From an optimization exercise on the open Yosys and OpenROAD flow, aimed at small area; shortcuts taken in it are not production practice. Function was checked by simulation only, so behaviour that the tests miss may differ from the original.

### design.v
module fse_lms_updater #(
   parameter int NUM_TAPS = 9,
   parameter int NBT_IN   = 8,
   parameter int NBF_IN   = 7,
   parameter int NBT_TAPS = 8,
   parameter int NBF_TAPS = 5,
   parameter int NBT_Y    = 12,
   parameter int NBF_Y    = 9,
   parameter int NBT_ACC  = 20,
   parameter int NBF_ACC  = 17,
   parameter int MU_SHIFT = 8,
   parameter int DEC_LVL  = 362
) (
   input  logic                         clk,
   input  logic                         i_reset,
   input  logic [NBT_IN-1:0]            i_is_data_I,
   input  logic [NBT_IN-1:0]            i_is_data_Q,
   input  logic                         i_ctrl,
   input  logic                         i_baud,
   input  logic [NBT_Y-1:0]             i_fse_I,
   input  logic [NBT_Y-1:0]             i_fse_Q,
   input  logic                         i_en_rx,
   input  logic                         i_en_lms,
   output logic [NUM_TAPS*NBT_TAPS-1:0] o_taps_I,
   output logic [NUM_TAPS*NBT_TAPS-1:0] o_taps_Q,
   output logic                         o_en_taps,
   output logic                         o_overrun
);
   localparam int CTR     = NUM_TAPS / 2;
   localparam int KW      = $clog2(NUM_TAPS);
   localparam int NBT_E   = NBT_Y + 1;
   localparam int NBT_P   = NBT_E + NBT_IN + 1;
   localparam int SH_L    = NBF_ACC - NBF_Y - NBF_IN;
   localparam int NBT_D   = NBT_P + SH_L;
   localparam int NBT_W   = ((NBT_D > NBT_ACC) ? NBT_D : NBT_ACC) + 2;
   localparam int SH_T    = NBF_ACC - NBF_TAPS;
   localparam int ACC_MAX = 2**(NBT_ACC-1) - 1;
   localparam int ACC_MIN = -(2**(NBT_ACC-1));
   localparam int TAP_MAX = 2**(NBT_TAPS-1) - 1;
   localparam int TAP_MIN = -(2**(NBT_TAPS-1));
   localparam logic [KW-1:0] K_LAST = NUM_TAPS - 1;
   localparam logic signed [NBT_W-1:0]   W_ACC_MAX = ACC_MAX;
   localparam logic signed [NBT_W-1:0]   W_ACC_MIN = ACC_MIN;
   localparam logic signed [NBT_ACC-1:0] A_ACC_MAX = ACC_MAX;
   localparam logic signed [NBT_ACC-1:0] A_ACC_MIN = ACC_MIN;
   localparam logic signed [NBT_ACC-1:0] A_TAP_MAX = TAP_MAX;
   localparam logic signed [NBT_ACC-1:0] A_TAP_MIN = TAP_MIN;
   localparam logic signed [NBT_E-1:0]   E_DEC_P   = DEC_LVL;
   localparam logic signed [NBT_E-1:0]   E_DEC_N   = -DEC_LVL;
   localparam logic signed [NBT_ACC-1:0] ACC_ONE   = 1 << NBF_ACC;
   localparam logic [NBT_TAPS-1:0]       TAP_ONE   = 1 << NBF_TAPS;
   localparam logic [1:0] S_IDLE = 2'd0, S_ERR = 2'd1, S_UPD = 2'd2, S_COMMIT = 2'd3;
   logic [1:0]                r_state;
   logic [KW-1:0]             r_k;
   logic [NUM_TAPS*NBT_IN-1:0]  r_xI, r_xQ, r_rI, r_rQ;
   logic signed [NBT_Y-1:0]   r_yI, r_yQ;
   logic signed [NBT_E-1:0]   r_eI, r_eQ;
   logic [NUM_TAPS*NBT_ACC-1:0] r_accI, r_accQ;
   logic signed [NBT_IN-1:0]  w_rIk, w_rQk;
   logic signed [NBT_ACC-1:0] w_aIk, w_aQk;
   logic signed [NBT_E-1:0]   w_eIn, w_eQn;
   logic signed [NBT_P-1:0]   w_eIx, w_eQx, w_rIx, w_rQx, w_pR, w_pI;
   logic signed [NBT_W-1:0]   w_pRw, w_pIw, w_aIw, w_aQw;
   logic signed [NBT_W-1:0]   w_dR, w_dI, w_lkI, w_lkQ, w_nI, w_nQ;
   logic signed [NBT_ACC-1:0] w_sI, w_sQ;
   function automatic logic [NBT_TAPS-1:0] sat_tap(input logic signed [NBT_ACC-1:0] v);
      logic signed [NBT_ACC-1:0] s;
      s = v >>> SH_T;
      if (s > A_TAP_MAX)      sat_tap = A_TAP_MAX[NBT_TAPS-1:0];
      else if (s < A_TAP_MIN) sat_tap = A_TAP_MIN[NBT_TAPS-1:0];
      else                    sat_tap = s[NBT_TAPS-1:0];
   endfunction
   assign w_rIk = r_rI[r_k*NBT_IN +: NBT_IN];
   assign w_rQk = r_rQ[r_k*NBT_IN +: NBT_IN];
   assign w_aIk = r_accI[r_k*NBT_ACC +: NBT_ACC];
   assign w_aQk = r_accQ[r_k*NBT_ACC +: NBT_ACC];
   assign w_eIx = r_eI;
   assign w_eQx = r_eQ;
   assign w_rIx = w_rIk;
   assign w_rQx = w_rQk;
   assign w_pR  = w_eIx * w_rIx + w_eQx * w_rQx;
   assign w_pI  = w_eQx * w_rIx - w_eIx * w_rQx;
   assign w_pRw = w_pR;
   assign w_pIw = w_pI;
   assign w_dR  = (w_pRw <<< SH_L) >>> MU_SHIFT;
   assign w_dI  = (w_pIw <<< SH_L) >>> MU_SHIFT;
   assign w_aIw = w_aIk;
   assign w_aQw = w_aQk;
   assign w_lkI = '0;
   assign w_lkQ = '0;
   assign w_nI = w_aIw - w_dR - w_lkI;
   assign w_nQ = w_aQw - w_dI - w_lkQ;
   assign w_sI = (w_nI > W_ACC_MAX) ? A_ACC_MAX : ((w_nI < W_ACC_MIN) ? A_ACC_MIN : w_nI[NBT_ACC-1:0]);
   assign w_sQ = (w_nQ > W_ACC_MAX) ? A_ACC_MAX : ((w_nQ < W_ACC_MIN) ? A_ACC_MIN : w_nQ[NBT_ACC-1:0]);
   assign w_eIn = r_yI - (r_yI[NBT_Y-1] ? E_DEC_N : E_DEC_P);
   assign w_eQn = r_yQ - (r_yQ[NBT_Y-1] ? E_DEC_N : E_DEC_P);
   always_ff @(posedge clk or posedge i_reset) begin
      if (i_reset) begin
         r_state   <= S_IDLE;
         r_k       <= '0;
         r_yI      <= '0;
         r_yQ      <= '0;
         r_eI      <= '0;
         r_eQ      <= '0;
         o_en_taps <= 1'b0;
         o_overrun <= 1'b0;
         o_taps_Q  <= '0;
         r_xI      <= '0;
         r_xQ      <= '0;
         r_rI      <= '0;
         r_rQ      <= '0;
         r_accQ    <= '0;
         for (int k = 0; k < NUM_TAPS; k++) begin
            r_accI[k*NBT_ACC +: NBT_ACC]     <= (k == CTR) ? ACC_ONE : '0;
            o_taps_I[k*NBT_TAPS +: NBT_TAPS] <= (k == CTR) ? TAP_ONE : '0;
         end
      end else if (!i_en_rx) begin
         r_state   <= S_IDLE;
         r_k       <= '0;
         r_yI      <= '0;
         r_yQ      <= '0;
         r_eI      <= '0;
         r_eQ      <= '0;
         o_en_taps <= 1'b0;
         o_overrun <= 1'b0;
         o_taps_Q  <= '0;
         r_xI      <= '0;
         r_xQ      <= '0;
         r_rI      <= '0;
         r_rQ      <= '0;
         r_accQ    <= '0;
         for (int k = 0; k < NUM_TAPS; k++) begin
            r_accI[k*NBT_ACC +: NBT_ACC]     <= (k == CTR) ? ACC_ONE : '0;
            o_taps_I[k*NBT_TAPS +: NBT_TAPS] <= (k == CTR) ? TAP_ONE : '0;
         end
      end else begin
         if (i_ctrl) begin
            r_xI <= {r_xI[(NUM_TAPS-1)*NBT_IN-1:0], i_is_data_I};
            r_xQ <= {r_xQ[(NUM_TAPS-1)*NBT_IN-1:0], i_is_data_Q};
         end
         if (i_baud && r_state != S_IDLE) o_overrun <= 1'b1;
         o_en_taps <= 1'b0;
         case (r_state)
            S_IDLE: begin
               if (i_baud && i_en_lms) begin
                  r_yI    <= i_fse_I;
                  r_yQ    <= i_fse_Q;
                  r_rI    <= r_xI;
                  r_rQ    <= r_xQ;
                  r_state <= S_ERR;
               end
            end
            S_ERR: begin
               r_eI    <= w_eIn;
               r_eQ    <= w_eQn;
               r_k     <= '0;
               r_state <= S_UPD;
            end
            S_UPD: begin
               r_accI[r_k*NBT_ACC +: NBT_ACC] <= w_sI;
               r_accQ[r_k*NBT_ACC +: NBT_ACC] <= w_sQ;
               if (r_k == K_LAST) r_state <= S_COMMIT;
               else               r_k     <= r_k + 1'b1;
            end
            S_COMMIT: begin
               for (int k = 0; k < NUM_TAPS; k++) begin
                  o_taps_I[k*NBT_TAPS +: NBT_TAPS] <= sat_tap(r_accI[k*NBT_ACC +: NBT_ACC]);
                  o_taps_Q[k*NBT_TAPS +: NBT_TAPS] <= sat_tap(r_accQ[k*NBT_ACC +: NBT_ACC]);
               end
               o_en_taps <= 1'b1;
               r_state   <= S_IDLE;
            end
            default: r_state <= S_IDLE;
         endcase
      end
   end
endmodule
### run.sh
#!/bin/bash
# synth_recipe.tcl (not shown) runs the flow's synth.tcl, then flattens the netlist and writes it again
# the make line also repeats each setting of config.mk as NAME=value (left out here)
make -C /OpenROAD-flow-scripts/flow DESIGN_CONFIG=/design/flow/config.mk WORK_HOME=/design/flow/orfs CLKGATE_MAP_FILE= SYNTH_SCRIPT=/design/flow/synth_recipe.tcl finish
### constraint.sdc
create_clock -name core_clock -period 13.0 [get_ports {clk}]
set_input_delay 2.6000 -clock core_clock [delete_from_list [all_inputs] [get_ports {clk}]]
set_output_delay 2.6000 -clock core_clock [all_outputs]
set_load 0.01 [all_outputs]
### config.mk
export PLATFORM = sky130hd
export DESIGN_NAME = fse_lms_updater
export DESIGN_NICKNAME = fse_lms_updater
export VERILOG_FILES = /design/flow/design.v
export SDC_FILE = /design/flow/constraint.sdc
export NUM_CORES = 4
export LEC_CHECK = 0
export CAP_MARGIN = 20
export CORE_MARGIN = 2
export CORE_UTILIZATION = 40
export SLEW_MARGIN = 20
==> results of run 1 <==
## how the worst max path moves through the flow
stage | to | slack, ns | cells after the start
floorplan | o_en_taps | -1.28 | 1
global placement | r_accQ[134] | 0.44 | 39
detailed placement | r_accQ[134] | 0.32 | 41
CTS | r_accQ[90] | 0.40 | 41
global route | r_accQ[44] | -0.002 | 45
finish | r_accI[128] | 0.61 | 42
## critical path: cells and delay by family, from the launching register on
| family | cells | cell delay [ns] |
|---|---|---|
| compound gates | 12 | 4.35 |
| xor+xnor | 1 | 0.15 |
| fa+ha+maj | 8 | 3.42 |
| buf+inv | 7 | 1.20 |
| flops | 1 | 0.64 |
| simple gates | 14 | 2.43 |
## through the flow
stage            util  setup WS (ns)  instances  hold slack, ns
2_1_floorplan       -         -1.278       6266          0.4334
3_3_place_gp   0.4347         0.4366       8311          0.4569
3_5_place_dp   0.4351         0.3237       8312          0.4580
4_1_cts        0.4585         0.3980       8490          0.4764
5_1_grt        0.4590      -0.001587       8492          0.4964
6_report       0.4590         0.6137       8495          0.4796
## cell type report
type | instances | area (um^2) | share of cell area
timing repair buffer | 387 | 3481 | 0.05075
antenna | 3 | 7.507 | 0.0001095
tap | 2016 | 2522 | 0.03678
sequential | 850 | 21290 | 0.3103
multi-input combinational | 4525 | 35770 | 0.5215
inverter | 536 | 2024 | 0.02952
clock inverter | 49 | 812.0 | 0.01184
clock buffer | 129 | 2685 | 0.03915
## cells by family after synthesis
group,Yosys count,synth area share
flip-flops,850,0.3545
adder cells (fa/ha/maj),622,0.1825
multiplexers,503,0.1074
AO/OA/AOI/OAI,1295,0.1401
XOR/XNOR,101,0.01474
AND/OR/NAND/NOR,2003,0.1443
buffers and inverters,892,0.05644
## metal layers
metal / part of all wire / routed length (um) / global-route usage / vias to the layer above
met3: 0.11 / 26560 / 0.08955 / 682
li1: - / - / - / 21510
met2: 0.42 / 105100 / 0.4693 / 2745
met4: 0.054 / 13470 / 0.1503 / 24
met1: 0.42 / 104700 / 0.4571 / 26020
met5: 0.00083 / 207 / 0.002233 / -
## synth_stat cells (22+ instances only)
cell        n  share of area
or2_2      26         0.0027
o21a_1     43         0.0054
a31oi_1    41         0.0043
o21ai_1    36         0.0030
fa_1      422           0.14
a211oi_1   22         0.0028
o22ai_1    23         0.0024
a22o_1     97          0.014
nor2_1    599          0.037
xor2_1     37         0.0054
clkbuf_1  303          0.019
and2_1    221          0.023
o31ai_1    23         0.0029
dfrtp_1   848           0.35
a22oi_1    35         0.0044
a21oi_1   378          0.032
o221ai_1   24         0.0035
buf_1      40         0.0025
ha_1      200          0.042
a21o_1     47         0.0059
mux4_2    110          0.041
inv_1     532          0.033
nor2b_1    22         0.0023
nor3_1     57         0.0048
o21ai_0   321          0.027
xnor2_1    64         0.0093
nand3_1    66         0.0055
mux2i_1   386          0.064
nand2_1   924          0.058
## state kept, by name (all words and copies together) (netlist names), 4 cells and up
name	count
o_taps_I	72
o_taps_Q	72
r_accI	180
r_accQ	180
r_eI	13
r_eQ	13
r_k	4
r_rI	72
r_rQ	72
r_xI	72
r_xQ	72
r_yI	12
r_yQ	12
## repair_timing
item / CTS / global route
setup buffers: 0 / 1
setup endpoints to repair: 0 / 215
resized for setup: 0 / 8
==> metrics.md, run 1 <==
| Metric | Value |
|---|---|
| Final instance area | 68590 um^2 |
| Most common cell after layout, fill and taps aside | nand2_1 |
| NumNets Final | between 7000 and 8000 |
| Rows | roughly 140 |
| Largest net degree at the start of global routing | 200 |
| Initial antenna violation count | 12 |
| DIE AREA | about 150000 um^2 |
| Worst Skew | 0.06690 ns |
| Num CTS Buffers | 95 |
| HP Start | r_accI[46] |
| Ys async rst share | 1.000 |
| IO Pins | 192 |
| Via density | 6.002 |
| DRT Wirelength | roughly 250000 um |
| Hold path depth | 2 |
| Cell repeated most along the worst path | fa_1 |
| HP Class | flip-flop to flip-flop |
| TritonCTS clock tree | done |
| Initial Util | 0.4016 |
| Max stage delay on crit path | roughly 0.74 ns |
| CP arrival | around 13 ns |
| Placeable core region | 149400 um^2 |
| Post-synth top flop | dfrtp_1 |
| Post-synth EDFFs | 0 |
| Gr usage total | 0.3269 |
| RR Startpoint | r_k[0] |
| Post-Synthesis Cells | 6266 |
| Slowest cell on the critical path | a22oi_1 |
| Die X | between 300 and 400 um |
| CTS Hold Buffers Added | 0 |
| CTS sink count | between 800 and 900 |
| Area growth syn-to-layout | 14.29% |
| Global-route wire length before repair | between 300000 and 400000 um |
| Post-route ant nets | 0 |
| DR iter-0 viols | between 6000 and 7000 |
| Syn nets | 6934 |
| Count of pins over their slew limit | 0 |
| Tcrit/Tclk final | 0.9528 |
| Port bufs | between 150 and 200 |
| Placed Area | between 60000 and 70000 um^2 |
| Worst r2r dst | r_accI[128] |
| Syn avg cell area | ~9.6 um^2 |
| Tightest Pin Transition | approximately 1.3 ns |
| Final-layout fill cell count | 14290 |
| CTS clk-pin slew, worst paths | approximately 0.060 ns |
| DP HPWL | 182100 um |
| Share of layout cells above drive strength 1 | 0.09790 |
| Root buffer cell | clkbuf_16 |
| Yosys cell types | 113 |
| H-tree depth | 3 |
| Register area share after synthesis | 0.3545 |
| Setup crit end kind | flip-flop |
| FF+latch count, synth | 850 |
| Final Hold Fails | 0 |
| Fmax | between 80 and 90 MHz |
| Die Y | between 300 and 400 um |
| Status | finished clean |
| CTS Buffer Depth | 3 |
| Via count | 50980 |
| Startpoint Class | flip-flop |
| MaxCap Viol Count | 0 |
| Worst-Skew Late Latency | 0.75 ns |
| Slew HR | 0.1440 |
| Critical Path RT | ~14 ns |
| WL per Instance | 29.44 um |
| DRC viols | 0 |
| Critical setup path kind | flip-flop to flip-flop |
| R2R depth | 42 |
| Critical path origin | r_k[0] |
| Number of global-route vias before repair | about 51000 |
| Hold Path Sink | r_accI[46] |
| Total grt overflow | 0 |
| Commonest non-fill, non-tap cells in the layout | 923 x nand2_1, 844 x dfrtp_1, 588 x nor2_1 |
| Worst R2R Setup Slack | 0.61 ns |
| Routability cong. | 1.054 |
| Worst Path Max Fanout | 18 |
| YS warnings | 1 |
| Setup TNS | 0 ns |
| Area of the mapped netlist | approximately 60000 um^2 |
| Final setup fails | 0 |
| DR pass1 iterations | 9 |
| Final min period | about 12 ns |
==> run 2, diff against run 1 <==
==> design.v (replaced) <==
module fse_lms_updater (
   input  logic         clk,
   input  logic         i_reset,
   input  logic [7:0]   i_is_data_I,
   input  logic [7:0]   i_is_data_Q,
   input  logic         i_ctrl,
   input  logic         i_baud,
   input  logic [11:0]  i_fse_I,
   input  logic [11:0]  i_fse_Q,
   input  logic         i_en_rx,
   input  logic         i_en_lms,
   output logic [71:0]  o_taps_I,
   output logic [71:0]  o_taps_Q,
   output logic         o_en_taps,
   output logic         o_overrun
);
   logic [3:0]  r_cnt;
   logic        r_stale;       
   logic [3:0]  r_fill;        
   logic [3:0]  r_ptr;         
   logic        w_idle, w_acc, w_step, w_commit;
   assign w_idle   = (r_cnt == 4'd0);
   assign w_acc    = w_idle & i_baud & i_en_lms;
   assign w_step   = w_acc | ((r_cnt != 4'd0) & (r_cnt <= 4'd8));
   assign w_commit = (r_cnt == 4'd11);
   logic [71:0] r_xI, r_xQ;
   always_ff @(posedge clk) begin
      if (i_ctrl) begin
         r_xI <= {r_xI[63:0], i_is_data_I};
         r_xQ <= {r_xQ[63:0], i_is_data_Q};
      end
   end
   logic [3:0] w_pos;
   assign w_pos = w_idle ? 4'd8 : r_ptr;
   logic signed [7:0] w_rI, w_rQ;
   logic              w_valid;
   assign w_valid = (w_pos < r_fill);
   assign w_rI = w_valid ? r_xI[w_pos*8 +: 8] : 8'sd0;
   assign w_rQ = w_valid ? r_xQ[w_pos*8 +: 8] : 8'sd0;
   logic signed [11:0] r_eI, r_eQ, w_eInI, w_eInQ, w_eI, w_eQ;
   assign w_eInI = i_fse_I[11] ? (i_fse_I + 12'sd362) : (i_fse_I - 12'sd362);
   assign w_eInQ = i_fse_Q[11] ? (i_fse_Q + 12'sd362) : (i_fse_Q - 12'sd362);
   always_ff @(posedge clk) begin
      if (w_idle) begin
         r_eI <= w_eInI;
         r_eQ <= w_eInQ;
      end
   end
   assign w_eI = w_idle ? w_eInI : r_eI;
   assign w_eQ = w_idle ? w_eInQ : r_eQ;
   logic [179:0] r_aI, r_aQ;
   logic signed [19:0] w_hI, w_hQ;
   assign w_hI = r_stale ? ((r_cnt == 4'd4) ? 20'sh20000 : 20'sd0) : r_aI[19:0];
   assign w_hQ = r_stale ? 20'sd0 : r_aQ[19:0];
   logic signed [19:0] w_pR, w_pI;
   assign w_pR = w_eI * w_rI + w_eQ * w_rQ;
   assign w_pI = w_eQ * w_rI - w_eI * w_rQ;
   logic signed [20:0] w_nI, w_nQ;
   assign w_nI = w_hI - (w_pR >>> 7);
   assign w_nQ = w_hQ - (w_pI >>> 7);
   logic [19:0] w_sI, w_sQ;
   assign w_sI = (w_nI[20] != w_nI[19]) ? {w_nI[20], {19{~w_nI[20]}}} : w_nI[19:0];
   assign w_sQ = (w_nQ[20] != w_nQ[19]) ? {w_nQ[20], {19{~w_nQ[20]}}} : w_nQ[19:0];
   always_ff @(posedge clk) begin
      if (w_step) begin
         r_aI <= {w_sI, r_aI[179:20]};
         r_aQ <= {w_sQ, r_aQ[179:20]};
      end
   end
   logic [71:0] r_tI, r_tQ;
   always_ff @(posedge clk) begin
      if (w_commit) begin
         for (int k = 0; k < 9; k++) begin
            r_tI[k*8 +: 8] <= r_aI[(8-k)*20 + 12 +: 8];
            r_tQ[k*8 +: 8] <= r_aQ[(8-k)*20 + 12 +: 8];
         end
      end
   end
   localparam logic [71:0] TAPS_I_RST = 72'h20 << 32;
   assign o_taps_I = r_stale ? TAPS_I_RST : r_tI;
   assign o_taps_Q = r_stale ? 72'd0 : r_tQ;
   always_ff @(posedge clk or posedge i_reset) begin
      if (i_reset) begin
         r_cnt     <= 4'd0;
         r_stale   <= 1'b1;
         r_fill    <= 4'd0;
         o_en_taps <= 1'b0;
         o_overrun <= 1'b0;
      end else if (!i_en_rx) begin
         r_cnt     <= 4'd0;
         r_stale   <= 1'b1;
         r_fill    <= 4'd0;
         o_en_taps <= 1'b0;
         o_overrun <= 1'b0;
      end else begin
         if (i_ctrl && r_fill != 4'd9) r_fill <= r_fill + 4'd1;
         if (i_baud && !w_idle) o_overrun <= 1'b1;
         o_en_taps <= w_commit;
         if (w_commit) begin
            r_cnt   <= 4'd0;
            r_stale <= 1'b0;
         end else if (w_acc || !w_idle) begin
            r_cnt   <= r_cnt + 4'd1;
         end
      end
   end
   always_ff @(posedge clk) begin
      if (w_step) r_ptr <= w_pos - 4'd1 + {3'd0, i_ctrl};
   end
endmodule
==> run 2 against run 1 <==
  * Highest routed layer is now met4
  * Fmax about the same
  * Worst setup slack improved by 0.0068 ns
  * Global-route usage decreased by 14 points
  * Sequential cell count shrank 163
  * Clock-buffer cell count down 42
==> metrics.md, run 2 <==
| Metric | Value |
|---|---|
| Number of global-route vias before repair | 25840 (-49%) |
| YS warnings | 1 (unchanged) |
| Syn nets | 3844 (-45%) |
| Count of pins over their slew limit | 0 (unchanged) |
| Root buffer cell | clkbuf_16 |
| Slowest cell on the critical path | fa_1 |
| Critical path's top delay family | adder cells |
| Post-route ant nets | 0 (unchanged) |
| Most common cell after layout, fill and taps aside | edfxtp_1 |
| Global-route wire length before repair | 149800 um (-59%) |
| CTS Hold Buffers Added | 0 (unchanged) |
| FF+latch count, synth | 687 (-19%) |
| CTS clk-pin slew, worst paths | 0.06 ns (about the same) |
| Slew HR | 0.3099 (+0.1659) |
| Area leader, netlist | edfxtp_1 |
| Final Hold Fails | 0 (unchanged) |
| Routability cong. | 0.9585 (-9.1%) |
| Gr usage total | 0.1887 (-0.1381) |
| Ys async rst share | 0.01601 (-0.9840) |
| Share of layout cells above drive strength 1 | 0.09800 (+0.0001017) |
| Rows | 116 (-18%) |
| Port bufs | 191 (unchanged) |
| WL per Instance | 19.17 um (-35%) |
| Most common cell in the synthesized netlist | edfxtp_1 |
| Largest regs | r_aI: 180 flops, r_aQ: 180 flops |
| DR pass1 iterations | 6 (-3) |
| Placed Area | 44980 um^2 (-31%) |
| CTS sink count | 687 (-19%) |
| Initial antenna violation count | 1 (-11) |
| DRT Wirelength | 94920 um (-62%) |
| Yosys cell types | 80 (-29%) |
| Die X | 321.4 um (-18%) |
| Max stage delay on crit path | 0.58 ns (-0.16 ns) |
| Setup crit end kind | flip-flop |
| DRC viols | 0 (unchanged) |
| Initial Util | 0.4030 (+0.001394) |
| NumNets Final | 4203 (-40%) |
| DIE AREA | 103300 um^2 (-33%) |
| Post-synth top flop | edfxtp_1 |
| Final instance area | 47460 um^2 (-31%) |
| Worst-Skew Late Latency | 0.64 ns (-0.11 ns) |
| Post-Synthesis Cells | 3234 (-48%) |
| HP Class | flip-flop to flip-flop |
| Worst Skew | 0.02792 ns (-0.03898 ns) |
| Num CTS Buffers | 74 (-22%) |
| Status | finished clean |
| Largest net degree at the start of global routing | 185 (-7.5%) |
| Synth cell count leaders | 652 x edfxtp_1, 497 x inv_1, 381 x fa_1 |
| Startpoint Class | input port |
| Via density | 4.960 (-17%) |
| Final min period | 12.38 ns (-0.006834 ns) |
| Worst Path Max Fanout | 6 (-12) |
| TritonCTS clock tree | done |
| Area of the mapped netlist | 40300 um^2 (-33%) |
| Register area share after synthesis | 0.5046 (+0.1501) |
| Post-synth EDFFs | 652 (+652) |
| Critical Path RT | 13.36 ns (-0.20 ns) |
| Critical setup path kind | input port to flip-flop |
| Final hold slack | 0.4128 ns (-0.06678 ns) |
| Die Y | 321.4 um (-18%) |
| Buf/Inv on CP | 12 (+5) |
| Worst R2R Setup Slack | 1.25 ns (+0.64 ns) |
| Setup TNS | 0 ns (unchanged) |
| Total grt overflow | 0 (unchanged) |
| DR iter-0 viols | 1888 (-71%) |
| Cells taking the most area after synthesis | edfxtp_1 49%, fa_1 19%, ha_1 5.7% |
| IO Pins | 192 (unchanged) |
| CP arrival | 12.74 ns (-0.21 ns) |
| CTS Buffer Depth | 3 (unchanged) |
| Tcrit/Tclk final | 0.9523 (about the same) |
| Tightest Pin Transition | 1.035 ns (-0.2354 ns) |
| Final setup fails | 0 (unchanged) |
| Top cell type's share of synthesized area | 0.4858 (+0.1322) |
| Placeable core region | 100000 um^2 (-33%) |
| Area growth syn-to-layout | 17.77% |
| DP HPWL | 69090 um (-62%) |
| Fmax | 80.78 MHz (about the same) |
| H-tree depth | 3 (unchanged) |
| Via count | 24560 (-52%) |
| MaxCap Viol Count | 0 (unchanged) |
| Final-layout fill cell count | 8867 (-38%) |
| Syn avg cell area | 12.46 um^2 (+30%) |
| Commonest non-fill, non-tap cells in the layout | 652 x edfxtp_1, 497 x inv_1, 381 x fa_1 |
-- run 2: changes by cell type after synthesis, moves of 302 or more --
cell	delta
a21oi_1	-307
dfrtp_1	-838
edfxtp_1	+652
mux2i_1	-363
nand2_1	-663
nor2_1	-302
-- run 2: kinds of logic (layout without fill, tap and decap cells) --
logic type | count (synthesis) | in the layout | share of synthesized area
buffers and inverters | 623 | 1042 | 0.05877
AND/OR/NAND/NOR | 936 | 936 | 0.1091
XOR/XNOR | 106 | 106 | 0.02359
AO/OA/AOI/OAI | 288 | 288 | 0.04936
other | 0 | 1 | 0
flip-flops | 687 | 687 | 0.5046
adder cells (fa/ha/maj) | 567 | 567 | 0.2469
multiplexers | 27 | 27 | 0.007668
-- run 2: final timing paths --
kind | start | endpoint | depth (start not counted)
max | i_fse_Q[11] | r_aI[177] | 44
min | r_aI[106] | r_aI[86] | 0
max reg2reg | r_cnt[0] | r_aI[177] | 41
min reg2reg | r_aI[106] | r_aI[86] | 0
max in group asynchronous | i_reset | r_stale | 2
min in group asynchronous | i_reset | o_overrun | 2
-- run 2: per-stage QoR --
stage | cells | util | setup WS [ns]
after floorplan | 3234 | - | 0.5550
after global placement | 4813 | 0.4498 | -0.08944
after detailed placement | 4813 | 0.4498 | -0.1858
after CTS | 4949 | 0.4737 | 0.4178
after global routing | 4951 | 0.4746 | -0.01709
final | 4952 | 0.4746 | 0.6205
-- run 2: area by class of cell --
cell class / instances / area (um^2) / area share
Sequential cell: 687 / 20340 / 0.4285
Inverter: 512 / 1922 / 0.04049
Tap cell: 1298 / 1624 / 0.03422
Timing Repair Buffer: 394 / 3487 / 0.07347
Antenna cell: 1 / 2.502 / 0.00005272
Clock buffer: 87 / 1943 / 0.04094
Clock inverter: 49 / 445.4 / 0.009385
Multi-Input combinational cell: 1924 / 17700 / 0.3729
-- run 2: metal layers --
layer / GRT usage / wire (um) / share of wire / vias to the layer above
li1: - / - / - / 11360
met1: 0.2585 / 41220 / 0.43 / 12290
met2: 0.2990 / 44080 / 0.46 / 753
met3: 0.04433 / 7158 / 0.075 / 160
met4: 0.05628 / 2453 / 0.026 / 0
met5: 0 / 0 / 0 / -
-- run 2: timing repair --
item                       CTS  global route
gates resized for setup      0            11
setup endpoints to repair    0            32
buffers inserted             0             2

[afterwards: timing with drivers on the ports]
In the flow no input, the clock included, has a driving cell. The finished layouts below were timed again as built, in two steps.
Step 1 sets driving cells, clkbuf_16 on the clock port and buf_2 on the other inputs (assumed; they add their load-dependent delay and slew).
Step 2 times the ports against the registers' clock, not the clock port: input delays grow and output delays shrink by t, the midpoint of the rising clock arrivals with the driver on.
Slacks: ideal ports / drivers / drivers and shift; pairs: ideal ports / drivers.
| run | shift t [ns] | slack for setup (ns) | worst setup path after step 2 | latest minus earliest clock arrival (ns) | cell pins on the clock port's net |
|---|---|---|---|---|---|
| run 1 | 0.809 | 0.614 / 0.614 / 0.614 | register to register | 0.067 / 0.067 | 1 |
| run 2 | 0.690 | 0.621 / 0.658 / -0.032 | input to register | 0.029 / 0.029 | 1 |
Met with ideal ports but missed after step 2: setup timing in run 2. The setup slack of run 2, which loses most, moves by +0.037 ns with the drivers and by -0.653 ns with both steps.
